Background: an optimization exercise with open tools, aiming at small area, a short achievable clock period and few clock cycles per item. Do not read the settings as production practice.
Function was checked by simulation only, so behaviour that the tests miss may differ from the original.
Power and IR drop assume default switching activity.

==> flow/design.v, too long to show whole: its modules and the start of the top module <==
// module hsg_ctrl: 101 lines
// module hsg_add: 42 lines
// module hsg_dpath: 212 lines
// module hsg_dpath2: 80 lines
// module halton_sequence_generator_unit: 120 lines
module halton_sequence_generator_unit #(
	parameter int DIMS       = 8,
	parameter int FRAC_WIDTH = 16
) (
	input  logic        clk,
	input  logic        arst_n,
	input  logic        s_tvalid,
	output logic        s_tready,
	input  logic [15:0] s_tdata,    
	output logic        m_tvalid,
	input  logic        m_tready,
	output logic [71:0] m_tdata,    
	output logic [0:0]  m_tuser,    
	output logic        m_tlast,
	input  logic        cfg_valid,
	output logic        cfg_ready,
	input  logic [3:0]  cfg_data    
);
  // ...
==> flow/run.sh <==
#!/bin/bash
# synth_recipe.tcl (not shown) runs the flow's synth.tcl, then flattens the netlist and writes it again
# the make line also repeats each setting of config.mk as NAME=value (left out here)
make -C /OpenROAD-flow-scripts/flow DESIGN_CONFIG=/design/flow/config.mk WORK_HOME=/design/flow/orfs CLKGATE_MAP_FILE= SYNTH_SCRIPT=/design/flow/synth_recipe.tcl finish
==> flow/config.mk <==
export PLATFORM = sky130hd
export DESIGN_NAME = halton_sequence_generator_unit
export DESIGN_NICKNAME = halton_sequence_generator_unit
export VERILOG_FILES = /design/flow/design.v
export SDC_FILE = /design/flow/constraint.sdc
export NUM_CORES = 4
export LEC_CHECK = 0
export CAP_MARGIN = 20
export CORE_MARGIN = 2
export CORE_UTILIZATION = 55
export SETUP_SLACK_MARGIN = 5.0
export SLEW_MARGIN = 20
==> flow/constraint.sdc <==
create_clock -name core_clock -period 10.0 [get_ports {clk}]
set_input_delay 2.0000 -clock core_clock [delete_from_list [all_inputs] [get_ports {clk}]]
set_output_delay 2.0000 -clock core_clock [all_outputs]
set_load 0.01 [all_outputs]
==> out/metrics.cfg, run 1 <==
[run_status]
status = finished clean

[worst_setup_path]
r2r_cells = 12
crit_family = adder cells
rr_endpoint = u_dim4.k_q[2]
r2r-start = u_dim4.u_q[0]
worstSetupPathType = reg2reg

[layout]
multi_input_area_share_pct = 50.15
n_antenna_cell = 0
multi_input_gates = 2822
seqCellArea_mm2 = 0.01406
largestClassByArea = multi-input gates
nonClkBufAreaFrac_pct = 2.227
seq_share_pct = 36.58

[power]
p_sw_uw = 1004
power-per-cell-area_mw_per_mm2 = 124.7
seq_power_share_pct = 49.1
p_leak_uw = 0.01540
power.total_uw = 4793
ir_worst_vdd_v = 0.0001577
switching_share_pct = 20.94

[place]
dpl.hpwl_um = 73570

[synth]
seq_area_frac_synth_pct = 39.91
yosys.area.top_type = edfxtp_1
synth_top_family_by_area = simple AND/OR/NAND/NOR gates
muxShareOfSynthArea_pct = 2.572
yosysTopAreaCellShare_pct = 23.62

[worst_hold_path]
min_path_cells = 2

[die]
ioPinCount = 102
taps = 846

[detailed_routing]
postRouteAntennaNets = 0
m1WireLength_um = 43340

[flow_run]
drv_cap = 0

[sta]
finalHoldViolations = 0
fin_crit_sh_pct = 44.48

[clock_tree]
cts_hold_buf = 0
cts_setup_buffers = 0
clk_latency_ns = 0.61

Testbench counts, summed over its fixed seeds: cycles 3,136, items 384.
==> module hsg_dpath, before the edit <==
module hsg_dpath #(
	parameter int IDX = 1,     
	parameter int P   = 7,     
	parameter int E   = 1,     
	parameter int B   = 7,     
	parameter int K   = 5,     
	parameter int KP  = 5,     
	parameter int W   = 15,    
	parameter int DB  = 3,     
	parameter int ND  = 3      
) (
	input  logic         clk,
	input  logic         arst_n,
	input  logic         n_valid,
	input  logic         n_rst,
	input  logic [7:0]   n_s,
	input  logic [3:0]   n_c,
	input  logic         xfer,
	output logic         hold,
	output logic         taken,
	output logic [W-1:0] num,
	output logic [3:0]   k,
	output logic         ovf
);
	localparam logic [1:0] S_IDLE = 2'd0, S_RUN = 2'd1, S_LAG = 2'd2, S_HOLD = 2'd3;
	localparam logic [W-1:0] NUM_MAX = W'(B ** K - 1);
	logic [1:0]      ph_q;
	logic            took_q;
	logic [2:0]      j_q;
	logic            done_q;
	logic [K*DB-1:0] ring_q;
	logic [ND*DB-1:0] sh_q;     
	logic [3:0]      cy_q;      
	logic [DB:0]     u_q;       
	logic [W-1:0]    acc_q;
	logic [3:0]      k_q;
	logic            ovf_q;
	logic [DB-1:0]   x_q;       
	logic            part_q;    
	logic            upd_q;     
	logic            sat_q;     
	logic fresh_q;
	logic act, start, start_run, clr, step, rst_e;
	assign rst_e     = n_rst || fresh_q;
	assign act       = (n_c > 4'(IDX));
	assign start     = (ph_q == S_IDLE) && n_valid && !took_q;
	assign start_run = start && act && !(ovf_q && !rst_e);
	assign clr       = start && rst_e;
	assign step      = (ph_q == S_RUN);
	logic [DB+1:0]    t;
	logic [1:0]       co;
	logic             one_dig;
	logic [DB-1:0]    r;
	logic [6:0]       hx;        
	logic [ND*DB-1:0] hd;
	hsg_add #(.W(DB+2), .N(2)) u_tadd (
		.a((DB+2)'(u_q)), .b((DB+2)'(cy_q)), .c('0), .cin(1'b0), .y(t));
	logic [DB-1:0] un_a, un_b;
	logic [DB:0]   u_new;
	assign un_a  = step ? ring_q[2*DB-1:DB] : (clr ? '0 : ring_q[DB-1:0]);
	assign un_b  = step ? sh_q[2*DB-1:DB] : hd[DB-1:0];
	assign u_new = (DB+1)'(un_a) + (DB+1)'(un_b);
	logic [5:0]       t6;
	assign t6 = 6'(t);
	generate
		if (B == 9) begin : g_t9
			assign hd = hsg_pkg::hdig9(n_s[7:4]);
			assign {co, one_dig, r} = hsg_pkg::gnorm9(t6);
			assign hx = hsg_pkg::henc9({part_q, x_q});
		end else if (B == 25) begin : g_t25
			assign hd = hsg_pkg::hdig25(n_s[7:4]);
			assign {co, one_dig, r} = hsg_pkg::gnorm25(t6);
			assign hx = hsg_pkg::henc25({part_q, x_q});
		end else if (B == 7) begin : g_t7
			assign hd = hsg_pkg::hdig7(n_s[7:4]);
			assign {co, one_dig, r} = hsg_pkg::gnorm7(t6);
			assign hx = hsg_pkg::henc7({part_q, x_q});
		end else if (B == 11) begin : g_t11
			assign hd = hsg_pkg::hdig11(n_s[7:4]);
			assign {co, one_dig, r} = hsg_pkg::gnorm11(t6);
			assign hx = hsg_pkg::henc11({part_q, x_q});
		end else if (B == 13) begin : g_t13
			assign hd = hsg_pkg::hdig13(n_s[7:4]);
			assign {co, one_dig, r} = hsg_pkg::gnorm13(t6);
			assign hx = hsg_pkg::henc13({part_q, x_q});
		end else if (B == 17) begin : g_t17
			assign hd = hsg_pkg::hdig17(n_s[7:4]);
			assign {co, one_dig, r} = hsg_pkg::gnorm17(t6);
			assign hx = hsg_pkg::henc17({part_q, x_q});
		end else begin : g_t19
			assign hd = hsg_pkg::hdig19(n_s[7:4]);
			assign {co, one_dig, r} = hsg_pkg::gnorm19(t6);
			assign hx = hsg_pkg::henc19({part_q, x_q});
		end
	endgenerate
	logic [3:0] k_full, k_part;
	assign k_full = 4'(E) * (4'(j_q) + 4'd1);
	assign k_part = 4'(E) * 4'(j_q) + 4'd1;
	logic done_now, last, ovf_now, part;
	assign last     = (j_q == 3'(K - 1));
	assign done_now = !done_q && (co == 2'd0) && (sh_q[ND*DB-1:DB] == '0) &&
	                  ((5'(E) * (5'(j_q) + 5'd1)) >= 5'(k_q));
	assign ovf_now  = last && (co != 2'd0);
	assign part     = (E == 2) && done_now && one_dig;
	logic [W-1:0] op_a, op_b, op_c, acc_new;
	logic         op_ci;
	generate
		if (B == 9) begin : g_h9
			assign op_a  = part_q ? ((acc_q << 1) | W'(hx[0])) : ((acc_q << 3) | W'(hx[2:0]));
			assign op_b  = acc_q;
			assign op_c  = '0;
			assign op_ci = hx[3];
		end else if (B == 25) begin : g_h25
			assign op_a  = part_q ? ((acc_q << 2) | W'(hx[1:0])) : ((acc_q << 5) | W'(hx[4:0]));
			assign op_b  = part_q ? '0 : ~(acc_q << 3);
			assign op_c  = acc_q;
			assign op_ci = hx[5];
		end else if (B == 7) begin : g_h7
			assign op_a  = (acc_q << 3) | W'(hx[2:0]);
			assign op_b  = ~acc_q;
			assign op_c  = '0;
			assign op_ci = 1'b1;
		end else if (B == 11) begin : g_h11
			assign op_a  = (acc_q << 4) | W'(hx[3:0]);
			assign op_b  = ~(acc_q << 2);
			assign op_c  = ~acc_q;
			assign op_ci = 1'b0;
		end else if (B == 13) begin : g_h13
			assign op_a  = (acc_q << 4) | W'(hx[3:0]);
			assign op_b  = ~(acc_q << 1);
			assign op_c  = ~acc_q;
			assign op_ci = 1'b0;
		end else if (B == 17) begin : g_h17
			assign op_a  = (acc_q << 4) | W'(hx[3:0]);
			assign op_b  = acc_q;
			assign op_c  = '0;
			assign op_ci = hx[4];
		end else begin : g_h19
			assign op_a  = (acc_q << 4) | W'(hx[3:0]);
			assign op_b  = (acc_q << 2) | W'(hx[5:4]);
			assign op_c  = ~acc_q;
			assign op_ci = hx[6];
		end
	endgenerate
	localparam int HN = (B == 9 || B == 7 || B == 17) ? 2 : 3;
	hsg_add #(.W(W), .N(HN)) u_add (.a(op_a), .b(op_b), .c(op_c), .cin(op_ci), .y(acc_new));
	always_ff @(posedge clk or negedge arst_n) begin
		if (!arst_n) begin
			ph_q    <= S_IDLE;
			took_q  <= 1'b0;
			fresh_q <= 1'b1;
		end else begin
			took_q <= n_valid && (took_q || start);
			if (start)
				fresh_q <= 1'b0;
			if (start && act)
				ph_q <= start_run ? S_RUN : S_HOLD;
			if (ph_q == S_LAG)
				ph_q <= S_HOLD;
			if (ph_q == S_HOLD && xfer)
				ph_q <= S_IDLE;
			if (step && last)
				ph_q <= S_LAG;
		end
	end
	always_ff @(posedge clk) begin
		if (clr) begin
			ring_q <= '0;
			k_q    <= 4'd0;
			ovf_q  <= 1'b0;
		end
		if (step) begin
			ring_q <= {r, ring_q[K*DB-1:DB]};
			if (done_now)
				k_q <= (r == '0) ? 4'd0 : part ? k_part : k_full;
			if (ovf_now) begin
				k_q   <= 4'(KP);
				ovf_q <= 1'b1;
			end
		end
	end
	always_ff @(posedge clk) begin
		upd_q  <= step && !done_q;
		sat_q  <= step && ovf_now;
		x_q    <= r;
		part_q <= part;
		if (start_run) begin
			sh_q   <= hd;
			cy_q   <= n_s[3:0];
			u_q    <= u_new;
			j_q    <= 3'd0;
			done_q <= 1'b0;
		end else if (step) begin
			sh_q   <= {{DB{1'b0}}, sh_q[ND*DB-1:DB]};
			cy_q   <= 4'(co);
			u_q    <= u_new;
			j_q    <= j_q + 3'd1;
			done_q <= done_q || done_now;
		end
		if (start_run)
			acc_q <= '0;
		else if (sat_q)
			acc_q <= NUM_MAX;
		else if (upd_q)
			acc_q <= acc_new;
	end
	assign hold  = (ph_q == S_HOLD);
	assign taken = took_q || start;
	assign num   = acc_q;
	assign k     = k_q;
	assign ovf   = ovf_q;
endmodule
==> run 2, diff against run 1 <==
--- a/flow/design.v
+++ b/flow/design.v
@@ -2298,4 +2298,6 @@
 	logic            upd_q;     
 	logic            sat_q;     
+	logic            kd_q;      
+	logic            kz_q;      
 	logic fresh_q;
 	logic act, start, start_run, clr, step, rst_e;
@@ -2353,6 +2355,6 @@
 	endgenerate
 	logic [3:0] k_full, k_part;
-	assign k_full = 4'(E) * (4'(j_q) + 4'd1);
-	assign k_part = 4'(E) * 4'(j_q) + 4'd1;
+	assign k_full = 4'(E) * 4'(j_q);
+	assign k_part = 4'(E) * 4'(j_q) - 4'(E) + 4'd1;
 	logic done_now, last, ovf_now, part;
 	assign last     = (j_q == 3'(K - 1));
@@ -2430,10 +2432,10 @@
 		if (step) begin
 			ring_q <= {r, ring_q[K*DB-1:DB]};
-			if (done_now)
-				k_q <= (r == '0) ? 4'd0 : part ? k_part : k_full;
-			if (ovf_now) begin
-				k_q   <= 4'(KP);
-				ovf_q <= 1'b1;
-			end
+		end
+		if (kd_q)
+			k_q <= kz_q ? 4'd0 : part_q ? k_part : k_full;
+		if (sat_q) begin
+			k_q   <= 4'(KP);
+			ovf_q <= 1'b1;
 		end
 	end
@@ -2441,4 +2443,6 @@
 		upd_q  <= step && !done_q;
 		sat_q  <= step && ovf_now;
+		kd_q   <= step && done_now;
+		kz_q   <= (r == '0);
 		x_q    <= r;
 		part_q <= part;
==> out/metrics.cfg, run 2 <==
[layout]
n_antenna_cell = 0  ; unchanged
nets = 4066  ; was 4129
fillCellCount = 5367  ; was 5390
stdcell_count = 4640  ; was 4700
layout_commonest_cell = nor2_1  ; unchanged
top_register = u_dim1.ring_q  ; unchanged
area_growth_pct = 9.511  ; was 9.116%
layout_common_cells = nor2_1 (440), nand2_1 (282), edfxtp_1 (277)  ; was nor2_1 (437), nand2_1 (288), edfxtp_1 (277)
drive_gt1_share_pct = 5.720  ; was 5.812%
largest_register_ffs = 20  ; unchanged

[sta]
fin_ws_ns = 6.025  ; was 5.552 ns
setup_tns_ns = 0  ; unchanged
setup_viol = 0  ; unchanged
finalHoldViolations = 0  ; unchanged
max_freq_mhz = 251.6  ; was 224.8 MHz
fin_crit_sh_pct = 39.75  ; was 44.48%
whs_ns = 0.4489  ; was 0.4665 ns
relSlewSlack_pct = 34.12  ; was 22.93%
drv_slew = 0  ; unchanged
max_slew.worst_pin.slew_ns = 0.9881  ; was 1.151 ns
fin_worst_skew_ns = 0.02247  ; was 0.02439 ns
fin_crit_ns = 3.975  ; was 4.448 ns
rsz0062_at_grt = false  ; unchanged

[die]
die_w_um = 256.3  ; was 257.1 um
fp.coreArea_mm2 = 0.06297  ; was 0.06320 mm2
dieArea_mm2 = 0.06571  ; was 0.06607 mm2
ioPinCount = 102  ; unchanged
fp.dieH_um = 256.3  ; was 257.1 um
initial_utilization_pct = 55.62  ; was 55.73%
row_count = 92  ; unchanged

[worst_hold_path]
min_from = u_dim6.done_q  ; unchanged
holdPathEnd = u_dim6.upd_q  ; was u_dim6.done_q
min_path_cells = 1  ; was 2
worstHoldPathType = reg2reg  ; unchanged

[synth]
synthTopCellsByArea = edfxtp_1 (24%), dfxtp_1 (13%), ha_1 (7.2%)  ; unchanged
synth_area_mm2 = 0.03502  ; was 0.03522 mm2
yosysTopAreaCellShare_pct = 23.75  ; was 23.62%
yosys.area.top_type = edfxtp_1  ; unchanged
synth_cell_type_count = 96  ; was 102
synth_most_common_cell = nor2_1  ; unchanged
async_flop_share_pct = 9.302  ; was 9.455%
syn_avg_cell_area_um2 = 9.257  ; was 9.181 um2
seq_area_frac_synth_pct = 40.66  ; was 39.91%
synth_commonest_cells = nor2_1 (441), nand2_1 (282), edfxtp_1 (277), a21oi_1 (265), inv_1 (250)  ; was nor2_1 (437), nand2_1 (288), edfxtp_1 (277), a21oi_1 (266), inv_1 (261)
synth_flop_cell = edfxtp_1  ; unchanged
synth_edf_count = 277  ; unchanged
yosys_warnings = 47  ; unchanged
synth_cells = 3783  ; was 3836
synth-seq-cells = 559  ; was 550

[worst_setup_path]
worstSetupPathType = reg2reg  ; unchanged
crit_cells = 16  ; was 12
startpoint_type = flop  ; unchanged
crit_family = compound AO/OA/AOI/OAI gates  ; was adder cells
critPathBufInv = 1  ; unchanged
r2r-start = u_dim2.x_q[0]  ; was u_dim4.u_q[0]
cpMaxStageDelayCell = fa_1  ; was xor2_1
cp_max_fo = 10  ; was 14
arrival_ns = 4.47  ; was 4.92 ns
cp_cell_sequence = nor2_1 > nand2_1 > a21boi_0 > o21ai_0 > and3_1 > fa_1 > inv_1 > fa_1 > nor2b_1 > o21ai_0 > a21oi_1 > o211ai_1 > a31oi_1 > xnor2_1 > o21a_1 > o31a_1  ; was ha_1 > fa_1 > fa_1 > xor2_1 > mux2i_1 > o31ai_1 > a2111oi_0 > buf_4 > and4b_1 > o21ai_1 > a21oi_1 > o21ai_1
slowest_delay_ns = 0.50  ; was 0.84 ns
critPathRequiredTime_ns = 10.50  ; was 10.48 ns
crit_path_end_kind = flop  ; unchanged
r2r_cells = 16  ; was 12
rr_endpoint = u_dim2.acc_q[13]  ; was u_dim4.k_q[2]
reg2reg_slack_ns = 6.02  ; was 5.55 ns

[detailed_routing]
postRouteAntennaNets = 0  ; unchanged
vias_per_cell = 6.039  ; was 6.044
m1WireLength_um = 41360  ; was 43340 um
wl_met3_um = 6750  ; was 5782 um
wl_per_cell_um = 20.82  ; was 20.86 um
first_pass_iters = 6  ; unchanged
wl_met2_um = 45070  ; was 45270 um
route.detailed.drc = 0  ; unchanged
routed_wl_um = 96590  ; was 98040 um
drtIter0Drc = 2596  ; was 2411
top_layer_used = met5  ; was met4
via_count = 28020  ; was 28.41k

[clock_tree]
cts_tree = yes  ; unchanged
cts_sinks = 559  ; was 550
cts_hold_buf = 0  ; unchanged
cts_setup_buffers = 0  ; unchanged
clk_pin_slew_ns = 0.06  ; about the same
cts.root.buffer_cell = clkbuf_16  ; unchanged
clk_latency_ns = 0.61  ; about the same
cts_buffer_depth = 3  ; unchanged
cts_resized = 0  ; unchanged
htree_levels = 3  ; unchanged
cts_buffers = 67  ; was 66

[global_route]
grt_pass1_vias = 27184  ; was 27.57k
grtUsageTotal_pct = 29.28  ; was 29.54%
grt_max_degree = 53  ; unchanged
grt_pass1_wl_um = 152300  ; was 154000 um
antenna_found_initial = 2  ; was 0
grt_remaining_overflow = 0  ; unchanged

[power]
p_leak_uw = 0.01601  ; was 0.01540 uW
power-per-cell-area_mw_per_mm2 = 315.6  ; was 124.7 mW/mm2
ir_worst_vdd_v = 0.0002857  ; was 0.0001577 V

[place]
place_congestion = 0.9627  ; was 0.9153
placedCellCount = 4517  ; was 4577
port_buffers = 56  ; unchanged
dpl.hpwl_um = 72170  ; was 73570 um
pre_cts_ws_ns = 5.421  ; was 5.164 ns

[run_status]
status = finished clean  ; unchanged

[flow_run]
drv_cap = 0  ; unchanged

## run 2: cell count changes in the layout (fill, tap and decap cells not counted), sizes merged, moves of 11 or more
cell	previous run	this run
a22o	25	11
and2	135	121
o21ai	204	187
or3	18	29
a21o	95	84
a31oi	32	46
nand2b	56	40
## run 2: cells by family after synthesis
kind of cell,count (synthesis),share of synthesized area (%)
compound gates,950,17.68
xor+xnor,135,3.419
fa+ha+maj,302,12.93
buf+inv,498,5.806
flops,559,40.66
mux,81,2.480
other cells,2,0.02144
simple gates,1256,17.01
## run 2: final cells by class
class	count	area, um2	share of cell area [%]
Multi-Input combinational cell	2762	18900	49.29
Tap cell	846	1059	2.760
Timing Repair Buffer	95	848.3	2.212
Clock buffer	95	2019	5.266
Sequential cell	559	14240	37.12
Clock inverter	28	325.3	0.8483
Inverter	255	957.2	2.496
## run 2: worst max path at each step
stage | start | to
floorplan | m_tready | u_ctrl.ls_q[0]
global placement | m_tready | u_ctrl.q_q[0]
detailed placement | m_tready | u_ctrl.q_q[0]
CTS | m_tready | u_ctrl.q_q[0]
global route | u_dim2.part_q | u_dim2.acc_q[13]
finish | u_dim2.x_q[0] | u_dim2.acc_q[13]
## run 2: metrics by stage
stage	cell area [um2]	utilization [%]	power, uW
6_report	38350	60.91	12100
5_1_grt	38350	60.91	12990
4_1_cts	38340	60.90	12090
3_5_place_dp	36000	57.17	9464
3_3_place_gp	35990	57.16	9242
2_1_floorplan	35160	-	7840
## run 2: power by group
group          total, uW  switching (uW)  internal [uW]
clock network       2570            1000           1570
logic               5970            3510           2470
registers           3560             570           2990
## run 2: per-layer routing
metal  track usage [%]  vias to the layer above
li1                  -                    13241
met1             39.53                    13557
met2             47.85                     1020
met3             4.340                      200
met4             10.85                        2
met5                 0                        -
## run 2: worst register-to-register path, cell delays in order (launching register included)
cell and delay (ns):
dfxtp_1 0.49, nor2_1 0.15, nand2_1 0.11, a21boi_0 0.17
o21ai_0 0.09, and3_1 0.21, fa_1 0.50, inv_1 0.06
fa_1 0.44, nor2b_1 0.12, o21ai_0 0.13, a21oi_1 0.38
o211ai_1 0.23, a31oi_1 0.24, xnor2_1 0.14, o21a_1 0.18
o31a_1 0.22
Testbench counts of run 2, summed over its fixed seeds: cycles 3,136, items 384.
==> run 3, diff against run 2 <==
--- a/flow/config.mk
+++ b/flow/config.mk
@@ -9,4 +9,5 @@
 export CORE_MARGIN = 2
 export CORE_UTILIZATION = 55
+export CTS_BUF_LIST = sky130_fd_sc_hd__clkbuf_4 sky130_fd_sc_hd__clkbuf_8
 export SETUP_SLACK_MARGIN = 5.0
 export SLEW_MARGIN = 20
==> out/metrics.cfg, run 3 <==
[synth]
yosys.area.top_type = edfxtp_1  ; unchanged
async_flop_share_pct = 9.302  ; unchanged
synth_cells = 3783  ; unchanged
synth_area_mm2 = 0.03502  ; unchanged
synth_cell_type_count = 96  ; unchanged
synthTopCellsByArea = edfxtp_1 (24%), dfxtp_1 (13%), ha_1 (7.2%)  ; unchanged
seq_area_frac_synth_pct = 40.66  ; unchanged
synth_commonest_cells = nor2_1 (441), nand2_1 (282), edfxtp_1 (277), a21oi_1 (265), inv_1 (250)  ; unchanged
synth_flop_cell = edfxtp_1  ; unchanged
synth_most_common_cell = nor2_1  ; unchanged
yosys_warnings = 47  ; unchanged
syn_avg_cell_area_um2 = 9.257  ; unchanged
synth-seq-cells = 559  ; unchanged
yosysTopAreaCellShare_pct = 23.75  ; unchanged
synth_edf_count = 277  ; unchanged

[power]
switching_share_pct = 43.02  ; was 41.98%
p_leak_uw = 0.01600  ; was 0.01601 uW
seq_power_share_pct = 30.1  ; was 29.4%
p_clk_share_pct = 19.3  ; was 21.3%
power-per-cell-area_mw_per_mm2 = 309.9  ; was 315.6 mW/mm2
p_int_uw = 6736  ; was 7022 uW
ir_worst_vdd_v = 0.0002872  ; was 0.0002857 V
p_sw_uw = 5085  ; was 5081 uW
combPwrFrac_pct = 50.6  ; was 49.4%

[die]
fp.coreArea_mm2 = 0.06297  ; unchanged
dieArea_mm2 = 0.06571  ; unchanged
die_w_um = 256.3  ; unchanged
row_count = 92  ; unchanged
ioPinCount = 102  ; unchanged
initial_utilization_pct = 55.62  ; unchanged
fp.dieH_um = 256.3  ; unchanged

[sta]
fin_crit_sh_pct = 39.56  ; was 39.75%
fin_ws_ns = 6.044  ; was 6.025 ns
setup_viol = 0  ; unchanged
max_freq_mhz = 252.8  ; was 251.6 MHz
rsz0062_at_grt = false  ; unchanged
relSlewSlack_pct = 34.82  ; was 34.12%
max_slew.worst_pin.slew_ns = 0.9777  ; was 0.9881 ns
fin_crit_ns = 3.956  ; was 3.975 ns
drv_slew = 0  ; unchanged
setup_tns_ns = 0  ; unchanged
fin_worst_skew_ns = 0.02505  ; was 0.02247 ns
finalHoldViolations = 0  ; unchanged

[layout]
top_register = u_dim1.ring_q  ; unchanged
largest_register_ffs = 20  ; unchanged
layout_commonest_cell = nor2_1  ; unchanged
drive_gt1_share_pct = 7.383  ; was 5.720%
area_growth_pct = 8.939  ; was 9.511%
layout_common_cells = nor2_1 (440), nand2_1 (282), edfxtp_1 (277)  ; unchanged
nets = 4099  ; was 4066

[global_route]
grt_pass1_wl_um = 152900  ; was 152300 um
grt_max_degree = 53  ; unchanged
grtUsageTotal_pct = 29.45  ; was 29.28%
antenna_found_initial = 2  ; unchanged
grt_remaining_overflow = 0  ; unchanged
grt_pass1_vias = 27401  ; was 27.18k

[clock_tree]
cts_sinks = 559  ; unchanged
cts_hold_buf = 0  ; unchanged
clk_pin_slew_ns = 0.06  ; about the same
cts.root.buffer_cell = clkbuf_8  ; was clkbuf_16
cts_buffer_depth = 3  ; unchanged
clk_latency_ns = 0.71  ; was 0.61 ns
cts_setup_buffers = 0  ; unchanged
cts_tree = yes  ; unchanged
htree_levels = 3  ; unchanged
cts_resized = 0  ; unchanged
cts_buffers = 100  ; was 67

[detailed_routing]
vias_per_cell = 6.010  ; was 6.039
drtIter0Drc = 2614  ; was 2596
routed_wl_um = 97420  ; was 96590 um
via_count = 28288  ; was 28.02k
first_pass_iters = 6  ; unchanged
route.detailed.drc = 0  ; unchanged
wl_per_cell_um = 20.70  ; was 20.82 um
postRouteAntennaNets = 0  ; unchanged

[worst_hold_path]
worstHoldPathType = reg2reg  ; unchanged

[place]
pre_cts_ws_ns = 5.421  ; unchanged
place_congestion = 0.9627  ; unchanged
port_buffers = 56  ; unchanged
dpl.hpwl_um = 72170  ; unchanged

[worst_setup_path]
startpoint_type = flop  ; unchanged
crit_path_end_kind = flop  ; unchanged
cp_max_fo = 11  ; was 10
worstSetupPathType = reg2reg  ; unchanged
critPathRequiredTime_ns = 10.54  ; was 10.50 ns
arrival_ns = 4.49  ; was 4.47 ns

[flow_run]
drv_cap = 0  ; unchanged

[run_status]
status = finished clean  ; unchanged

==> run 3: cell counts after synthesis <==
Identical to the previous run, type by type.
==> run 3: layout make-up <==
class / instances / area (um2)
antenna: 1 / 2.502
clock buffer: 153 / 1893
clock inverter: 36 / 249.0
fill: 5436 / 24820
inverter: 255 / 957.2
multi-input combinational: 2762 / 18900
sequential: 559 / 14240
tap: 846 / 1059
timing repair buffer: 95 / 848.3
==> run 3: per-stage QoR <==
step                      cells  area [um2]  utilization (%)  power (uW)  hold WS, ns
after floorplan            3819       35160                -        7840       0.4052
after global placement     4517       35990            57.16        9242       0.4425
after detailed placement   4517       36000            57.17        9464       0.4498
after CTS                  4706       38140            60.57       11790       0.4533
after global routing       4707       38150            60.59       12710       0.4550
final                      4707       38150            60.59       11820       0.4568
==> run 3: final timing paths <==
kind                               start        endpoint  slack (ns)  cells after the start
min in group asynchronous         arst_n   u_dim6.took_q        1.47                      2
min reg2reg                u_dim6.done_q    u_dim6.upd_q        0.46                      1
max reg2reg                u_dim7.u_q[0]     u_dim7.kz_q        6.04                     11
max in group asynchronous         arst_n  u_ctrl.qh_q[2]        7.96                      2
min                        u_dim6.done_q    u_dim6.upd_q        0.46                      1
max                        u_dim7.u_q[0]     u_dim7.kz_q        6.04                     11
==> run 3: layer usage <==
metal / GRT usage, % / wire length [um]
met1: 39.77 / 41950
met2: 47.85 / 45060
met5: 0 / 0
met4: 11.31 / 3802
met3: 4.488 / 6609
==> run 3: power by group through the flow <==
stage | Combinational (uW) | Clock (uW) | Sequential (uW)
floorplan | 4520 | 0 | 3330
global placement | 5670 | 0 | 3570
detailed placement | 5880 | 0 | 3590
CTS | 5920 | 2330 | 3550
global route | 6650 | 2430 | 3620
finish | 5980 | 2280 | 3560
==> run 3: kinds of logic after synthesis <==
group	synth area share, %
XOR/XNOR	3.419
other	0.02144
adder cells (fa/ha/maj)	12.93
multiplexers	2.480
AND/OR/NAND/NOR	17.01
AO/OA/AOI/OAI	17.68
flip-flops	40.66
buffers and inverters	5.806
==> run 3: critical path, cell delays in order (launching register included) <==
cell and delay, ns:
edfxtp_1 0.37, ha_1 0.22, fa_1 0.47, a21o_1 0.20, a21o_1 0.17, ha_1 0.24
xor2_1 0.66, nand2_1 0.26, o21ai_0 0.22, o22ai_1 0.10, a211oi_1 0.67, nor4_1 0.20
==> run 4, diff against run 3 <==
--- a/flow/config.mk
+++ b/flow/config.mk
@@ -10,4 +10,5 @@
 export CORE_UTILIZATION = 55
 export CTS_BUF_LIST = sky130_fd_sc_hd__clkbuf_4 sky130_fd_sc_hd__clkbuf_8
+export PLACE_DENSITY = 0.7
 export SETUP_SLACK_MARGIN = 5.0
 export SLEW_MARGIN = 20
==> out/metrics.cfg, run 4 <==
[synth]
synth_most_common_cell = nor2_1  ; unchanged
synth_commonest_cells = nor2_1 (441), nand2_1 (282), edfxtp_1 (277), a21oi_1 (265), inv_1 (250)  ; unchanged
synth_xor_area_share_pct = 3.419  ; unchanged
muxShareOfSynthArea_pct = 2.480  ; unchanged
yosys.area.top_type = edfxtp_1  ; unchanged
synth-compound-area-share_pct = 17.68  ; unchanged
async_flop_share_pct = 9.302  ; unchanged
synth_fa_ha_area_share_pct = 12.93  ; unchanged
synth_cell_type_count = 96  ; unchanged
synthTopCellsByArea = edfxtp_1 (24%), dfxtp_1 (13%), ha_1 (7.2%)  ; unchanged
synthSimpleGateAreaFrac_pct = 17.01  ; unchanged
synth_flop_cell = edfxtp_1  ; unchanged
yosys_warnings = 47  ; unchanged
synth-seq-cells = 559  ; unchanged
synth_edf_count = 277  ; unchanged
synth_cells = 3783  ; unchanged
seq_area_frac_synth_pct = 40.66  ; unchanged
yosysTopAreaCellShare_pct = 23.75  ; unchanged
syn_avg_cell_area_um2 = 9.257  ; unchanged
synth_area_mm2 = 0.03502  ; unchanged
synth_top_family_by_area = compound AO/OA/AOI/OAI gates  ; unchanged

[clock_tree]
htree_levels = 3  ; unchanged
cts_resized = 0  ; unchanged
cts_setup_buffers = 0  ; unchanged
cts_buffers = 97  ; was 100
cts_sinks = 559  ; unchanged
cts_hold_buf = 0  ; unchanged
cts_buffer_depth = 3  ; unchanged
cts.root.buffer_cell = clkbuf_8  ; unchanged
clk_latency_ns = 0.72  ; was 0.71 ns
clk_pin_slew_ns = 0.07  ; was 0.06 ns
cts_tree = yes  ; unchanged

[power]
combPwrFrac_pct = 49.5  ; was 50.6%
ir_worst_vdd_v = 0.0001434  ; was 0.0002872 V
power-per-cell-area_mw_per_mm2 = 309.4  ; was 309.9 mW/mm2
switching_share_pct = 41.84  ; was 43.02%
p_clk_share_pct = 20.5  ; was 19.3%
p_int_uw = 6880  ; was 6736 uW
p_leak_uw = 0.01602  ; was 0.01600 uW
seq_power_share_pct = 30.0  ; was 30.1%
p_sw_uw = 4948  ; was 5085 uW

[layout]
seqCellArea_mm2 = 0.01424  ; unchanged
nets = 4091  ; was 4099
fillCellCount = 5484  ; was 5436
design_area_mm2 = 0.03823  ; was 0.03815 mm2
top_register = u_dim1.ring_q  ; unchanged
stdcell_count = 4694  ; was 4707
drive_gt1_share_pct = 7.122  ; was 7.383%
layout_commonest_cell = nor2_1  ; unchanged
multi_input_area_mm2 = 0.01890  ; about the same
area_growth_pct = 9.157  ; was 8.939%
largest_register_ffs = 20  ; unchanged
layout_common_cells = nor2_1 (441), nand2_1 (282), edfxtp_1 (277)  ; was nor2_1 (440), nand2_1 (282), edfxtp_1 (277)

[detailed_routing]
via_count = 27943  ; was 28.29k
drtIter0Drc = 2679  ; was 2614
routed_wl_um = 92060  ; was 97420 um
postRouteAntennaNets = 0  ; unchanged
vias_per_cell = 5.953  ; was 6.010
route.detailed.drc = 0  ; unchanged
wl_per_cell_um = 19.61  ; was 20.70 um
first_pass_iters = 6  ; unchanged

[global_route]
grt_remaining_overflow = 0  ; unchanged
antenna_found_initial = 3  ; was 2
busiest_layer = met2  ; unchanged
grt_max_degree = 53  ; unchanged
grt_use_met3_pct = 4.972  ; was 4.488%
grt_pass1_vias = 26002  ; was 27.40k
grt_pass1_wl_um = 144100  ; was 152900 um
grtUsageMet2_pct = 44.23  ; was 47.85%
grtUsageTotal_pct = 27.56  ; was 29.45%
met1_usage_pct = 37.67  ; was 39.77%

[worst_setup_path]
cpMaxStageDelayCell = nor2_1  ; was a211oi_1
cp_max_fo = 40  ; was 11
startpoint_type = primary input  ; was flop
r2r_cells = 11  ; unchanged
slowest_delay_ns = 0.75  ; was 0.67 ns
worstSetupPathType = in2reg  ; was reg2reg
arrival_ns = 4.62  ; was 4.49 ns
crit_path_end_kind = flop  ; unchanged
cp_cell_sequence = clkdlybuf4s50_1 > nor2b_1 > inv_2 > buf_4 > nand3_1 > nor2_1 > mux2_2  ; was ha_1 > fa_1 > a21o_1 > a21o_1 > ha_1 > xor2_1 > nand2_1 > o21ai_0 > o22ai_1 > a211oi_1 > nor4_1
critPathRequiredTime_ns = 10.65  ; was 10.54 ns

[sta]
fin_crit_ns = 3.974  ; was 3.956 ns
fin_crit_sh_pct = 39.74  ; was 39.56%
max_freq_mhz = 251.7  ; was 252.8 MHz
fin_ws_ns = 6.026  ; was 6.044 ns
fin_worst_skew_ns = 0.04129  ; was 0.02505 ns
rsz0062_at_grt = false  ; unchanged
max_slew.worst_pin.slew_ns = 1.156  ; was 0.9777 ns
relSlewSlack_pct = 20.93  ; was 34.82%
finalHoldViolations = 0  ; unchanged
drv_slew = 0  ; unchanged
setup_viol = 0  ; unchanged
setup_tns_ns = 0  ; unchanged

[die]
die_w_um = 256.3  ; unchanged
row_count = 92  ; unchanged
fp.coreArea_mm2 = 0.06297  ; unchanged
initial_utilization_pct = 55.62  ; unchanged
fp.dieH_um = 256.3  ; unchanged
dieArea_mm2 = 0.06571  ; unchanged
ioPinCount = 102  ; unchanged

[run_status]
status = finished clean  ; unchanged

[place]
port_buffers = 56  ; unchanged
dpl.hpwl_um = 66740  ; was 72170 um
pre_cts_ws_ns = 5.364  ; was 5.421 ns
place_congestion = 0.9509  ; was 0.9627
placedInstanceArea_mm2 = 0.03595  ; was 0.03600 mm2
placedCellCount = 4511  ; was 4517

[worst_hold_path]
min_path_cells = 1  ; unchanged
worstHoldPathType = reg2reg  ; unchanged

[flow_run]
drv_cap = 0  ; unchanged

==> run 4: changes by cell type in the layout (fill, tap and decap cells not counted), moves of 3 or more <==
cell | before | now
clkbuf_4 | 34 | 30
clkinv_2 | 13 | 10
clkinv_1 | 20 | 16
bufinv_16 | 3 | 11
clkbuf_8 | 119 | 113
buf_4 | 39 | 33
==> run 4: layout make-up <==
| class | instances | area share, % |
|---|---|---|
| multi-input cells | 2762 | 49.44 |
| flip-flops and latches | 559 | 37.24 |
| clock buffers | 143 | 4.658 |
| well taps | 846 | 2.769 |
| inverters | 255 | 2.504 |
| repair buffers | 90 | 2.131 |
| clock inverters | 38 | 1.247 |
| diodes | 1 | 0.006546 |
==> run 4: power by group through the flow <==
stage	Combinational (uW)	Clock, uW	Sequential, uW
3_5_place_dp	5720	0	3570
5_1_grt	6540	2570	3610
6_report	5850	2430	3550
4_1_cts	5770	2470	3530
2_1_floorplan	4520	0	3330
3_3_place_gp	5630	0	3570
==> run 4: routing by layer <==
layer  vias up  part of all wire (%)
met5         -                     0
met2      1144                    46
met4         0                   2.9
met1     13275                    43
li1      13350                     -
met3       174                   8.7
==> run 4: metrics by stage <==
step           util (%)  hold WS (ns)  power (uW)
2_1_floorplan         -        0.4052        7840
3_5_place_dp      57.09        0.4249        9295
5_1_grt           60.71        0.4652       12720
6_report          60.71        0.4288       11830
4_1_cts           60.68        0.4373       11770
3_3_place_gp      57.09        0.4188        9195
==> run 4: cell families (layout without fill, tap and decap cells) <==
logic type | count (synthesis) | in the layout
xor+xnor | 135 | 135
flops | 559 | 559
simple gates | 1256 | 1256
buf+inv | 498 | 526
fa+ha+maj | 302 | 302
other cells | 2 | 39
compound gates | 950 | 950
mux | 81 | 81
==> run 4: critical path: cells and delay by family <==
kind,cells,cell delay (ns)
AND/OR/NAND/NOR,3,1.29
buffers and inverters,3,1.04
multiplexers,1,0.29
==> run 4: path summary, 6_finish.rpt <==
check / start / endpoint / slack (ns)
hold / removal: u_dim6.done_q / u_dim6.upd_q / 0.43
min in group asynchronous: arst_n / u_ctrl.q_q[2] / 1.42
max in group asynchronous: arst_n / u_dim6.took_q / 8.02
hold reg to reg: u_dim6.done_q / u_dim6.upd_q / 0.43
setup reg to reg: u_ctrl.n_q[5] / u_dim7.u_q[4] / 6.07
setup / recovery: m_tready / u_ctrl.q_q[0] / 6.03
==> run 5, diff against run 4 <==
--- a/flow/config.mk
+++ b/flow/config.mk
@@ -8,7 +8,6 @@
 export CAP_MARGIN = 20
 export CORE_MARGIN = 2
-export CORE_UTILIZATION = 55
+export CORE_UTILIZATION = 48
 export CTS_BUF_LIST = sky130_fd_sc_hd__clkbuf_4 sky130_fd_sc_hd__clkbuf_8
-export PLACE_DENSITY = 0.7
 export SETUP_SLACK_MARGIN = 5.0
 export SLEW_MARGIN = 20
==> out/metrics.cfg, run 5 <==
[synth]
synth_cell_type_count = 96  ; unchanged
synth_commonest_cells = nor2_1 (441), nand2_1 (282), edfxtp_1 (277), a21oi_1 (265), inv_1 (250)  ; unchanged
synthTopCellsByArea = edfxtp_1 (24%), dfxtp_1 (13%), ha_1 (7.2%)  ; unchanged
yosys_warnings = 47  ; unchanged
synth_area_mm2 = 0.03502  ; unchanged
synth_xor_area_share_pct = 3.419  ; unchanged
async_flop_share_pct = 9.302  ; unchanged
synth-seq-cells = 559  ; unchanged
synthSimpleGateAreaFrac_pct = 17.01  ; unchanged
yosysTopAreaCellShare_pct = 23.75  ; unchanged
synth-compound-area-share_pct = 17.68  ; unchanged
synth_flop_cell = edfxtp_1  ; unchanged
syn_avg_cell_area_um2 = 9.257  ; unchanged
synth_top_family_by_area = compound AO/OA/AOI/OAI gates  ; unchanged
synth_cells = 3783  ; unchanged
synth_fa_ha_area_share_pct = 12.93  ; unchanged
seq_area_frac_synth_pct = 40.66  ; unchanged
muxShareOfSynthArea_pct = 2.480  ; unchanged
synth_most_common_cell = nor2_1  ; unchanged
synth_edf_count = 277  ; unchanged
yosys.area.top_type = edfxtp_1  ; unchanged

[global_route]
grt_pass1_wl_um = 149000  ; was 144100 um
antenna_found_initial = 1  ; was 3
grt_pass1_vias = 25822  ; was 26.00k
grt_max_degree = 53  ; unchanged
grtUsageTotal_pct = 25.32  ; was 27.56%
grt_remaining_overflow = 0  ; unchanged

[worst_setup_path]
crit_path_frequent_cell = a21oi_1
cp_max_fo = 49  ; was 40
crit_path_end_kind = flop  ; unchanged
crit_family = compound AO/OA/AOI/OAI gates  ; was simple AND/OR/NAND/NOR gates
crit_cells = 12  ; was 7
cpMaxStageDelayCell = a311oi_1  ; was nor2_1
r2r-start = u_ctrl.n_q[7]  ; was u_ctrl.n_q[5]
r2r_cells = 12  ; was 11
cp_cell_sequence = buf_4 > inv_1 > nand2_1 > nor2_1 > a311oi_1 > a21oi_1 > ha_1 > a21o_1 > a21oi_1 > nor2b_1 > o21ai_0 > nand2b_1  ; was clkdlybuf4s50_1 > nor2b_1 > inv_2 > buf_4 > nand3_1 > nor2_1 > mux2_2
rr_endpoint = u_dim7.u_q[5]  ; was u_dim7.u_q[4]
slowest_delay_ns = 0.66  ; was 0.75 ns
reg2reg_slack_ns = 5.92  ; was 6.07 ns
critPathBufInv = 2  ; was 3
startpoint_type = flop  ; was primary input
worstSetupPathType = reg2reg  ; was in2reg
arrival_ns = 4.52  ; was 4.62 ns
critPathRequiredTime_ns = 10.44  ; was 10.65 ns

[clock_tree]
clk_latency_ns = 0.71  ; was 0.72 ns
cts.root.buffer_cell = clkbuf_8  ; unchanged
cts_sinks = 559  ; unchanged
cts_setup_buffers = 0  ; unchanged
clk_pin_slew_ns = 0.06  ; was 0.07 ns
htree_levels = 3  ; unchanged
cts_buffer_depth = 3  ; unchanged
cts_buffers = 100  ; was 97
cts_tree = yes  ; unchanged
cts_resized = 0  ; unchanged
cts_hold_buf = 0  ; unchanged

[detailed_routing]
drtIter0Drc = 2372  ; was 2679
vias_per_cell = 5.732  ; was 5.953
postRouteAntennaNets = 0  ; unchanged
first_pass_iters = 8  ; was 6
via_count = 27596  ; was 27.94k
wl_per_cell_um = 19.72  ; was 19.61 um
route.detailed.drc = 0  ; unchanged
routed_wl_um = 94910  ; was 92060 um

[place]
pre_cts_ws_ns = 5.283  ; was 5.364 ns
port_buffers = 56  ; unchanged
place_congestion = 0.9155  ; was 0.9509
dpl.hpwl_um = 69250  ; was 66740 um
placedCellCount = 4622  ; was 4511

[worst_hold_path]
min_path_cells = 1  ; unchanged
holdPathEnd = u_dim6.upd_q  ; unchanged
min_from = u_dim6.done_q  ; unchanged
worstHoldPathType = reg2reg  ; unchanged

[sta]
setup_tns_ns = 0  ; unchanged
fin_crit_sh_pct = 40.80  ; was 39.74%
drv_slew = 0  ; unchanged
finalHoldViolations = 0  ; unchanged
fin_ws_ns = 5.920  ; was 6.026 ns
max_slew.worst_pin.slew_ns = 1.014  ; was 1.156 ns
fin_worst_skew_ns = 0.03291  ; was 0.04129 ns
relSlewSlack_pct = 30.65  ; was 20.93%
rsz0062_at_grt = false  ; unchanged
setup_viol = 0  ; unchanged
max_freq_mhz = 245.1  ; was 251.7 MHz
fin_crit_ns = 4.080  ; was 3.974 ns

[power]
p_leak_uw = 0.01596  ; was 0.01602 uW
power-per-cell-area_mw_per_mm2 = 305.6  ; was 309.4 mW/mm2
ir_worst_vdd_v = 0.0002702  ; was 0.0001434 V

[layout]
area_growth_pct = 9.168  ; was 9.157%
largest_register_ffs = 20  ; unchanged
drive_gt1_share_pct = 7.267  ; was 7.122%
fin_util_pct = 52.67  ; was 60.71%
stdcell_count = 4814  ; was 4694
layout_common_cells = nor2_1 (441), nand2_1 (282), edfxtp_1 (277)  ; unchanged
multi_input_area_mm2 = 0.01890  ; about the same
nets = 4092  ; was 4091
fillCellCount = 6799  ; was 5484
seqCellArea_mm2 = 0.01424  ; unchanged
top_register = u_dim1.ring_q  ; unchanged
layout_commonest_cell = nor2_1  ; unchanged

[die]
dieArea_mm2 = 0.07513  ; was 0.06571 mm2
die_w_um = 274.1  ; was 256.3 um
fp.coreArea_mm2 = 0.07259  ; was 0.06297 mm2
row_count = 99  ; was 92
fp.dieH_um = 274.1  ; was 256.3 um
initial_utilization_pct = 48.25  ; was 55.62%
ioPinCount = 102  ; unchanged

[run_status]
status = finished clean  ; unchanged

[flow_run]
drv_cap = 0  ; unchanged

## run 5: worst max-delay path by stage
| stage | from | endpoint | slack (ns) |
|---|---|---|---|
| global placement | m_tready | u_ctrl.q_q[0] | 5.31 |
| floorplan | m_tready | u_ctrl.ls_q[0] | 6.09 |
| finish | u_ctrl.n_q[7] | u_dim7.u_q[5] | 5.92 |
| detailed placement | m_tready | u_ctrl.q_q[0] | 5.28 |
| CTS | u_ctrl.n_q[7] | u_dim7.u_q[5] | 5.97 |
| global route | u_ctrl.n_q[7] | u_dim7.u_q[5] | 5.60 |
## run 5: cells by family (layout without fill, tap and decap cells)
| kind of cell | after synthesis | after routing |
|---|---|---|
| DFF | 559 | 559 |
| buffers and inverters | 498 | 532 |
| and+or+nand+nor | 1256 | 1256 |
| AOI/OAI and AO/OA | 950 | 950 |
| muxes | 81 | 81 |
| xor gates and xnor gates | 135 | 135 |
| other | 2 | 40 |
| adders and majority gates | 302 | 302 |
## run 5: layout make-up
type                    instances  area share, %
diodes                          2        0.01309
clock buffers                 156          4.880
multi-input cells            2762          49.45
flip-flops and latches        559          37.24
inverters                     255          2.504
clock inverters                33         0.6873
repair buffers                 88          2.091
well taps                     959          3.139
## run 5: layer usage
| metal | part of all wire (%) | up-vias | global-route usage, % |
|---|---|---|---|
| met2 | 45 | 878 | 39.91 |
| met1 | 46 | 13248 | 36.17 |
| met4 | 2.3 | 0 | 7.308 |
| met3 | 6.3 | 124 | 3.722 |
| met5 | 0 | - | 0 |
| li1 | - | 13346 | - |
## run 5: report_power, final
group          internal (uW)  total, uW  switching, uW
registers               2990       3590            602
logic                   2460       5820           3350
clock network           1290       2280            993
## run 5: per-stage QoR
stage	area (um2)	hold slack, ns	total power (uW)
finish	38230	0.4521	11690
global route	38230	0.4648	12660
CTS	38210	0.4489	11700
detailed placement	36080	0.4303	9352
global placement	36070	0.4216	9293
floorplan	35160	0.4052	7840
==> run 6, diff against run 5 <==
--- a/flow/config.mk
+++ b/flow/config.mk
@@ -6,8 +6,8 @@
 export NUM_CORES = 4
 export LEC_CHECK = 0
-export CAP_MARGIN = 20
+export CAP_MARGIN = 5
 export CORE_MARGIN = 2
-export CORE_UTILIZATION = 48
+export CORE_UTILIZATION = 55
 export CTS_BUF_LIST = sky130_fd_sc_hd__clkbuf_4 sky130_fd_sc_hd__clkbuf_8
 export SETUP_SLACK_MARGIN = 5.0
-export SLEW_MARGIN = 20
+export SLEW_MARGIN = 5
==> out/metrics.cfg, run 6 <==
[power]
p_leak_uw = 0.01603  ; was 0.01596 uW
ir_worst_vdd_v = 0.0003148  ; was 0.0002702 V
power-per-cell-area_mw_per_mm2 = 310.1  ; was 305.6 mW/mm2

[place]
placedCellCount = 4517  ; was 4622
dpl.hpwl_um = 72140  ; was 69250 um
port_buffers = 56  ; unchanged
place_congestion = 0.9627  ; was 0.9155

[die]
initial_utilization_pct = 55.62  ; was 48.25%
dieArea_mm2 = 0.06571  ; was 0.07513 mm2
fp.coreArea_mm2 = 0.06297  ; was 0.07259 mm2
fp.dieH_um = 256.3  ; was 274.1 um
ioPinCount = 102  ; unchanged
die_w_um = 256.3  ; was 274.1 um
row_count = 92  ; was 99

[synth]
synth_most_common_cell = nor2_1  ; unchanged
synth_flop_cell = edfxtp_1  ; unchanged
yosysTopAreaCellShare_pct = 23.75  ; unchanged
synthSimpleGateAreaFrac_pct = 17.01  ; unchanged
synth_area_mm2 = 0.03502  ; unchanged
synth_fa_ha_area_share_pct = 12.93  ; unchanged
synthTopCellsByArea = edfxtp_1 (24%), dfxtp_1 (13%), ha_1 (7.2%)  ; unchanged
synth-compound-area-share_pct = 17.68  ; unchanged
yosys_warnings = 47  ; unchanged
synth_cells = 3783  ; unchanged
muxShareOfSynthArea_pct = 2.480  ; unchanged
async_flop_share_pct = 9.302  ; unchanged
yosys.area.top_type = edfxtp_1  ; unchanged
syn_avg_cell_area_um2 = 9.257  ; unchanged
synth_commonest_cells = nor2_1 (441), nand2_1 (282), edfxtp_1 (277), a21oi_1 (265), inv_1 (250)  ; unchanged
synth_top_family_by_area = compound AO/OA/AOI/OAI gates  ; unchanged
synth_cell_type_count = 96  ; unchanged
synth-seq-cells = 559  ; unchanged
seq_area_frac_synth_pct = 40.66  ; unchanged
synth_xor_area_share_pct = 3.419  ; unchanged
synth_edf_count = 277  ; unchanged

[sta]
fin_worst_skew_ns = 0.03289  ; was 0.03291 ns
drv_slew = 0  ; unchanged
fin_crit_sh_pct = 40.34  ; was 40.80%
rsz0062_at_grt = false  ; unchanged
fin_crit_ns = 4.034  ; was 4.080 ns
whs_ns = 0.4613  ; was 0.4521 ns
max_slew.worst_pin.slew_ns = 1.228  ; was 1.014 ns
max_freq_mhz = 247.9  ; was 245.1 MHz
setup_viol = 0  ; unchanged
relSlewSlack_pct = 17.56  ; was 30.65%
finalHoldViolations = 0  ; unchanged
setup_tns_ns = 0  ; unchanged

[worst_setup_path]
rr_endpoint = u_dim2.acc_q[13]  ; was u_dim7.u_q[5]
slowest_delay_ns = 0.53  ; was 0.66 ns
worstSetupPathType = reg2reg  ; unchanged
reg2reg_slack_ns = 5.97  ; was 5.92 ns
cp-startpoint = u_dim2.x_q[2]  ; was u_ctrl.n_q[7]
crit_family = compound AO/OA/AOI/OAI gates  ; unchanged
cpMaxStageDelayCell = dfxtp_1  ; was a311oi_1
startpoint_type = flop  ; unchanged
cp_max_fo = 10  ; was 49
cp_cell_sequence = inv_1 > maj3_1 > a221oi_1 > nor2_1 > a21oi_1 > fa_1 > inv_1 > ha_1 > o21ai_0 > a21oi_1 > o211ai_1 > a31oi_1 > xnor2_1 > nor3_1 > o31a_1  ; was buf_4 > inv_1 > nand2_1 > nor2_1 > a311oi_1 > a21oi_1 > ha_1 > a21o_1 > a21oi_1 > nor2b_1 > o21ai_0 > nand2b_1
critPathBufInv = 2  ; unchanged
crit_path_end_kind = flop  ; unchanged
critPathRequiredTime_ns = 10.57  ; was 10.44 ns
r2r-start = u_dim2.x_q[2]  ; was u_ctrl.n_q[7]
r2r_cells = 15  ; was 12
arrival_ns = 4.60  ; was 4.52 ns

[layout]
multi_input_area_mm2 = 0.01889  ; was 0.01890 mm2
drive_gt1_share_pct = 7.485  ; was 7.267%
layout_common_cells = nor2_1 (441), nand2_1 (282), edfxtp_1 (277)  ; unchanged
nets = 4100  ; was 4092
seqCellArea_mm2 = 0.01424  ; unchanged
layout_commonest_cell = nor2_1  ; unchanged
fillCellCount = 5420  ; was 6799
fin_util_pct = 60.65  ; was 52.67%
top_register = u_dim1.ring_q  ; unchanged
area_growth_pct = 9.039  ; was 9.168%
stdcell_count = 4708  ; was 4814
largest_register_ffs = 20  ; unchanged

[clock_tree]
cts.root.buffer_cell = clkbuf_8  ; unchanged
cts_buffer_depth = 3  ; unchanged
clk_latency_ns = 0.71  ; about the same
htree_levels = 3  ; unchanged
cts_setup_buffers = 0  ; unchanged
cts_tree = yes  ; unchanged
cts_resized = 0  ; unchanged
cts_buffers = 101  ; was 100
cts_sinks = 559  ; unchanged
clk_pin_slew_ns = 0.06  ; about the same
cts_hold_buf = 0  ; unchanged

[global_route]
antenna_found_initial = 4  ; was 1
grt_pass1_wl_um = 151900  ; was 149000 um
grt_max_degree = 53  ; unchanged
grt_pass1_vias = 27371  ; was 25.82k
grtUsageTotal_pct = 29.25  ; was 25.32%
grt_remaining_overflow = 0  ; unchanged

[flow_run]
drv_cap = 0  ; unchanged

[detailed_routing]
drtIter0Drc = 2635  ; was 2372
wl_per_cell_um = 20.65  ; was 19.72 um
route.detailed.drc = 0  ; unchanged
vias_per_cell = 6.010  ; was 5.732
via_count = 28295  ; was 27.60k
first_pass_iters = 7  ; was 8
postRouteAntennaNets = 0  ; unchanged
routed_wl_um = 97210  ; was 94910 um

[worst_hold_path]
worstHoldPathType = reg2reg  ; unchanged
min_from = u_dim6.done_q  ; unchanged
min_path_cells = 1  ; unchanged
holdPathEnd = u_dim6.upd_q  ; unchanged

[run_status]
status = finished clean  ; unchanged

## run 6: cell counts after synthesis
No cell type changed its count.
## run 6: cell families after synthesis
group	after synthesis
DFF	559
adders and majority gates	302
buffers and inverters	498
other	2
AOI/OAI and AO/OA	950
and+or+nand+nor	1256
muxes	81
xor gates and xnor gates	135
## run 6: how the worst max path moves through the flow
stage	to	cells past startpoint
2_1_floorplan	u_ctrl.ls_q[0]	4
3_3_place_gp	u_ctrl.q_q[0]	7
3_5_place_dp	u_ctrl.q_q[0]	7
4_1_cts	u_dim2.acc_q[13]	15
5_1_grt	u_dim2.acc_q[13]	18
6_report	u_dim2.acc_q[13]	15
## run 6: stage by stage
step | instance area [um2] | power (uW) | setup slack (ns)
6_report | 38190 | 11840 | 5.966
5_1_grt | 38190 | 12740 | 5.585
4_1_cts | 38180 | 11820 | 6.023
3_5_place_dp | 35990 | 9466 | 5.451
3_3_place_gp | 35990 | 9242 | 5.454
2_1_floorplan | 35160 | 7840 | 6.090
## run 6: final cells by class
class / count / area share [%]
multi-input cells: 2762 / 49.47
flip-flops and latches: 559 / 37.28
clock buffers: 163 / 5.138
well taps: 846 / 2.772
inverters: 255 / 2.507
repair buffers: 95 / 2.222
clock inverters: 27 / 0.5963
diodes: 1 / 0.006553
## run 6: layer usage
metal / share of wire, % / global-route usage (%) / routed length (um)
met5: 0.029 / 0 / 28
met4: 3.8 / 12.26 / 3717
met3: 6.9 / 4.261 / 6746
met2: 46 / 47.32 / 45010
met1: 43 / 39.40 / 41710
## run 6: worst register-to-register path: cells and delay by family (launching register included)
family | cells | cell delay [ns]
DFF | 1 | 0.53
xor gates and xnor gates | 1 | 0.27
AOI/OAI and AO/OA | 7 | 1.62
buffers and inverters | 2 | 0.28
and+or+nand+nor | 2 | 0.17
adders and majority gates | 3 | 1.04
## run 6: where the power goes
group / switching, uW / internal (uW)
sequential: 572 / 2990
combinational: 3510 / 2470
clock: 986 / 1320
total: 5070 / 6770
==> run 7, diff against run 6 <==
--- a/flow/design.v
+++ b/flow/design.v
@@ -2290,5 +2290,4 @@
 	logic [ND*DB-1:0] sh_q;     
 	logic [3:0]      cy_q;      
-	logic [DB:0]     u_q;       
 	logic [W-1:0]    acc_q;
 	logic [3:0]      k_q;
@@ -2314,11 +2313,6 @@
 	logic [6:0]       hx;        
 	logic [ND*DB-1:0] hd;
-	hsg_add #(.W(DB+2), .N(2)) u_tadd (
-		.a((DB+2)'(u_q)), .b((DB+2)'(cy_q)), .c('0), .cin(1'b0), .y(t));
-	logic [DB-1:0] un_a, un_b;
-	logic [DB:0]   u_new;
-	assign un_a  = step ? ring_q[2*DB-1:DB] : (clr ? '0 : ring_q[DB-1:0]);
-	assign un_b  = step ? sh_q[2*DB-1:DB] : hd[DB-1:0];
-	assign u_new = (DB+1)'(un_a) + (DB+1)'(un_b);
+	hsg_add #(.W(DB+2), .N(3)) u_tadd (
+		.a((DB+2)'(ring_q[DB-1:0])), .b((DB+2)'(sh_q[DB-1:0])), .c((DB+2)'(cy_q)), .cin(1'b0), .y(t));
 	logic [5:0]       t6;
 	assign t6 = 6'(t);
@@ -2450,5 +2444,4 @@
 			sh_q   <= hd;
 			cy_q   <= n_s[3:0];
-			u_q    <= u_new;
 			j_q    <= 3'd0;
 			done_q <= 1'b0;
@@ -2456,5 +2449,4 @@
 			sh_q   <= {{DB{1'b0}}, sh_q[ND*DB-1:DB]};
 			cy_q   <= 4'(co);
-			u_q    <= u_new;
 			j_q    <= j_q + 3'd1;
 			done_q <= done_q || done_now;
--- a/flow/config.mk
+++ b/flow/config.mk
@@ -6,8 +6,7 @@
 export NUM_CORES = 4
 export LEC_CHECK = 0
-export CAP_MARGIN = 5
+export CAP_MARGIN = 20
 export CORE_MARGIN = 2
 export CORE_UTILIZATION = 55
-export CTS_BUF_LIST = sky130_fd_sc_hd__clkbuf_4 sky130_fd_sc_hd__clkbuf_8
 export SETUP_SLACK_MARGIN = 5.0
-export SLEW_MARGIN = 5
+export SLEW_MARGIN = 20
==> out/metrics.cfg, run 7 <==
[synth]
synth_edf_count = 270  ; was 277
synth_most_common_cell = nor2_1  ; unchanged
synth_area_mm2 = 0.03416  ; was 0.03502 mm2
seq_area_frac_synth_pct = 41.06  ; was 40.66%
syn_avg_cell_area_um2 = 9.371  ; was 9.257 um2
synth_cell_type_count = 89  ; was 96
synthTopCellsByArea = edfxtp_1 (24%), dfxtp_1 (13%), fa_1 (6.7%)  ; was edfxtp_1 (24%), dfxtp_1 (13%), ha_1 (7.2%)
synth_commonest_cells = nor2_1 (393), nand2_1 (275), edfxtp_1 (270), inv_1 (253), dfxtp_1 (230)  ; was nor2_1 (441), nand2_1 (282), edfxtp_1 (277), a21oi_1 (265), inv_1 (250)
yosys_warnings = 47  ; unchanged
synth-seq-cells = 552  ; was 559
synth_flop_cell = edfxtp_1  ; unchanged
async_flop_share_pct = 9.420  ; was 9.302%
yosysTopAreaCellShare_pct = 23.74  ; was 23.75%
yosys.area.top_type = edfxtp_1  ; unchanged
synth_cells = 3645  ; was 3783

[layout]
nets = 3922  ; was 4100
largest_register_ffs = 20  ; unchanged
drive_gt1_share_pct = 5.845  ; was 7.485%
area_growth_pct = 8.831  ; was 9.039%
multi_input_area_mm2 = 0.01833  ; was 0.01889 mm2
fillCellCount = 5247  ; was 5420
top_register = u_dim1.ring_q  ; unchanged
layout_common_cells = nor2_1 (393), nand2_1 (275), edfxtp_1 (270)  ; was nor2_1 (441), nand2_1 (282), edfxtp_1 (277)
layout_commonest_cell = nor2_1  ; unchanged
design_area_mm2 = 0.03718  ; was 0.03819 mm2
seqCellArea_mm2 = 0.01403  ; was 0.01424 mm2

[detailed_routing]
routed_wl_um = 93780  ; was 97210 um
postRouteAntennaNets = 0  ; unchanged
route.detailed.drc = 0  ; unchanged
drtIter0Drc = 2451  ; was 2635
wl_per_cell_um = 20.84  ; was 20.65 um
vias_per_cell = 6.041  ; was 6.010
via_count = 27179  ; was 28.30k
first_pass_iters = 8  ; was 7

[place]
place_congestion = 0.9225  ; was 0.9627
dpl.hpwl_um = 69200  ; was 72140 um
pre_cts_ws_ns = 5.576  ; was 5.451 ns
placedInstanceArea_mm2 = 0.03519  ; was 0.03599 mm2
port_buffers = 56  ; unchanged

[clock_tree]
cts_buffer_depth = 3  ; unchanged
cts_sinks = 552  ; was 559
cts_resized = 0  ; unchanged
cts.root.buffer_cell = clkbuf_16  ; was clkbuf_8
clk_pin_slew_ns = 0.06  ; about the same
cts_setup_buffers = 0  ; unchanged
cts_tree = yes  ; unchanged
cts_hold_buf = 0  ; unchanged
clk_latency_ns = 0.65  ; was 0.71 ns
cts_buffers = 60  ; was 101
htree_levels = 2  ; was 3

[global_route]
grtUsageTotal_pct = 29.08  ; was 29.25%
grtUsageMet2_pct = 46.26  ; was 47.32%
grt_max_degree = 58  ; was 53
grt_pass1_vias = 25686  ; was 27.37k
grt_use_met3_pct = 4.235  ; was 4.261%
busiest_layer = met2  ; unchanged
met1_usage_pct = 40.24  ; was 39.40%
grt_pass1_wl_um = 144500  ; was 151900 um
grt_remaining_overflow = 0  ; unchanged
antenna_found_initial = 0  ; was 4

[die]
fp.dieH_um = 253.2  ; was 256.3 um
die_w_um = 253.2  ; was 256.3 um
row_count = 91  ; was 92
ioPinCount = 102  ; unchanged
initial_utilization_pct = 55.45  ; was 55.62%
dieArea_mm2 = 0.06412  ; was 0.06571 mm2
fp.coreArea_mm2 = 0.06160  ; was 0.06297 mm2

[worst_setup_path]
cp_max_fo = 17  ; was 10
startpoint_type = flop  ; unchanged
worstSetupPathType = reg2reg  ; unchanged
crit_path_end_kind = flop  ; unchanged
arrival_ns = 4.58  ; was 4.60 ns
reg2reg_slack_ns = 5.78  ; was 5.97 ns
critPathRequiredTime_ns = 10.36  ; was 10.57 ns

[sta]
max_slew.worst_pin.slew_ns = 1.107  ; was 1.228 ns
fin_ws_ns = 5.776  ; was 5.966 ns
setup_viol = 0  ; unchanged
relSlewSlack_pct = 25.96  ; was 17.56%
max_freq_mhz = 236.7  ; was 247.9 MHz
whs_ns = 0.4412  ; was 0.4613 ns
fin_worst_skew_ns = 0.03130  ; was 0.03289 ns
setup_tns_ns = 0  ; unchanged
fin_crit_ns = 4.224  ; was 4.034 ns
rsz0062_at_grt = false  ; unchanged
drv_slew = 0  ; unchanged
fin_crit_sh_pct = 42.24  ; was 40.34%
finalHoldViolations = 0  ; unchanged

[power]
ir_worst_vdd_v = 0.0002205  ; was 0.0003148 V
p_leak_uw = 0.01542  ; was 0.01603 uW
power-per-cell-area_mw_per_mm2 = 294.1  ; was 310.1 mW/mm2
power.total_uw = 10930  ; was 11840 uW

[worst_hold_path]
worstHoldPathType = reg2reg  ; unchanged

[run_status]
status = finished clean  ; unchanged

[flow_run]
drv_cap = 0  ; unchanged

run 7: layer usage:
layer	routed length [um]	vias up
met2	42940	995
met5	0	-
met1	40620	13232
met3	6717	172
met4	3501	0
li1	-	12780
run 7: layout make-up:
cell class                      instances  share of cell area, %
Clock buffer                           84                  4.698
Multi-Input combinational cell       2644                  49.30
Timing Repair Buffer                   92                  2.221
Antenna cell                            1               0.006731
Clock inverter                         30                 0.6058
Tap cell                              837                  2.817
Inverter                              259                  2.615
Sequential cell                       552                  37.73
run 7: power by group:
group,total [uW],internal (uW),switching (uW)
clock,2190,1230,963
sequential,3390,2850,541
combinational,5350,2250,3090
total,10900,6330,4600
run 7: kinds of logic (layout without fill, tap and decap cells):
family | after synthesis | in the layout | synth area share (%)
multiplexers | 96 | 96 | 3.000
other | 2 | 39 | 0.02199
adder cells (fa/ha/maj) | 289 | 289 | 13.11
AND/OR/NAND/NOR | 1221 | 1221 | 17.25
AO/OA/AOI/OAI | 883 | 883 | 16.74
XOR/XNOR | 117 | 117 | 3.044
flip-flops | 552 | 552 | 41.06
buffers and inverters | 485 | 465 | 5.773
run 7: final timing paths:
kind | startpoint | to | depth (start not counted)
worst max-delay path | u_dim5.cy_q[1] | u_dim5.ring_q[14] | 12
worst min-delay path | u_dim7.done_q | u_dim7.upd_q | 1
worst max register to register | u_dim5.cy_q[1] | u_dim5.ring_q[14] | 12
worst min register to register | u_dim7.done_q | u_dim7.upd_q | 1
max in group asynchronous | arst_n | u_ctrl.qh_q[3] | 2
min in group asynchronous | arst_n | u_ctrl.active_q[0] | 2
run 7: metrics by stage:
step                      utilization [%]  instances
after global routing                60.35       4498
final                               60.35       4499
after CTS                           60.32       4498
after floorplan                         -       3681
after global placement              57.12       4384
after detailed placement            57.12       4384
run 7: critical path: stages, from the launching register on:
cell and delay, ns:
edfxtp_1 0.40, fa_1 0.55, ha_1 0.17, inv_1 0.05, fa_1 0.45, xnor2_2 0.63, nor2_1 0.20, a21oi_1 0.24
nor2_1 0.06, a311oi_1 0.27, a21oi_1 0.10, a2111oi_1 0.63, nor2_1 0.16
Testbench counts of run 7, summed over its fixed seeds: cycles 3,136, items 384.

[re-timing with driven ports]
No port has a modelled driver above. Below, the same layouts with a new extraction and two added sets of constraints. Step 1 assumes that a clkbuf_16 drives the clock port and a buf_2 every other input. Step 2 times the ports against the registers' clock, not the clock port: input delays grow and output delays shrink by t, the midpoint of the rising clock arrivals with the driver on. Three values: ideal ports, drivers, drivers and shift; two values: the first two.
| run | t, ns | setup slack, ns | worst register clock-pin slew, ns | worst slew at a driven data input, ns |
|---|---|---|---|---|
| run 1 | 0.660 | 5.552 / 5.552 / 5.114 | 0.06 / 0.06 | 0.04 |
| run 2 | 0.665 | 6.025 / 6.025 / 5.422 | 0.06 / 0.06 | 0.04 |
| run 3 | 0.765 | 6.044 / 6.044 / 5.403 | 0.07 / 0.07 | 0.04 |
| run 4 | 0.764 | 6.026 / 6.062 / 5.297 | 0.07 / 0.07 | 0.04 |
| run 5 | 0.755 | 5.920 / 5.920 / 5.207 | 0.07 / 0.07 | 0.04 |
| run 6 | 0.746 | 5.966 / 5.966 / 5.417 | 0.07 / 0.07 | 0.04 |
| run 7 | 0.700 | 5.776 / 5.776 / 5.776 | 0.07 / 0.07 | 0.05 |
After both steps every run listed still meets setup and hold. For run 4, which loses most, drivers alone change the setup slack by +0.036 ns; drivers and shift together by -0.729 ns.
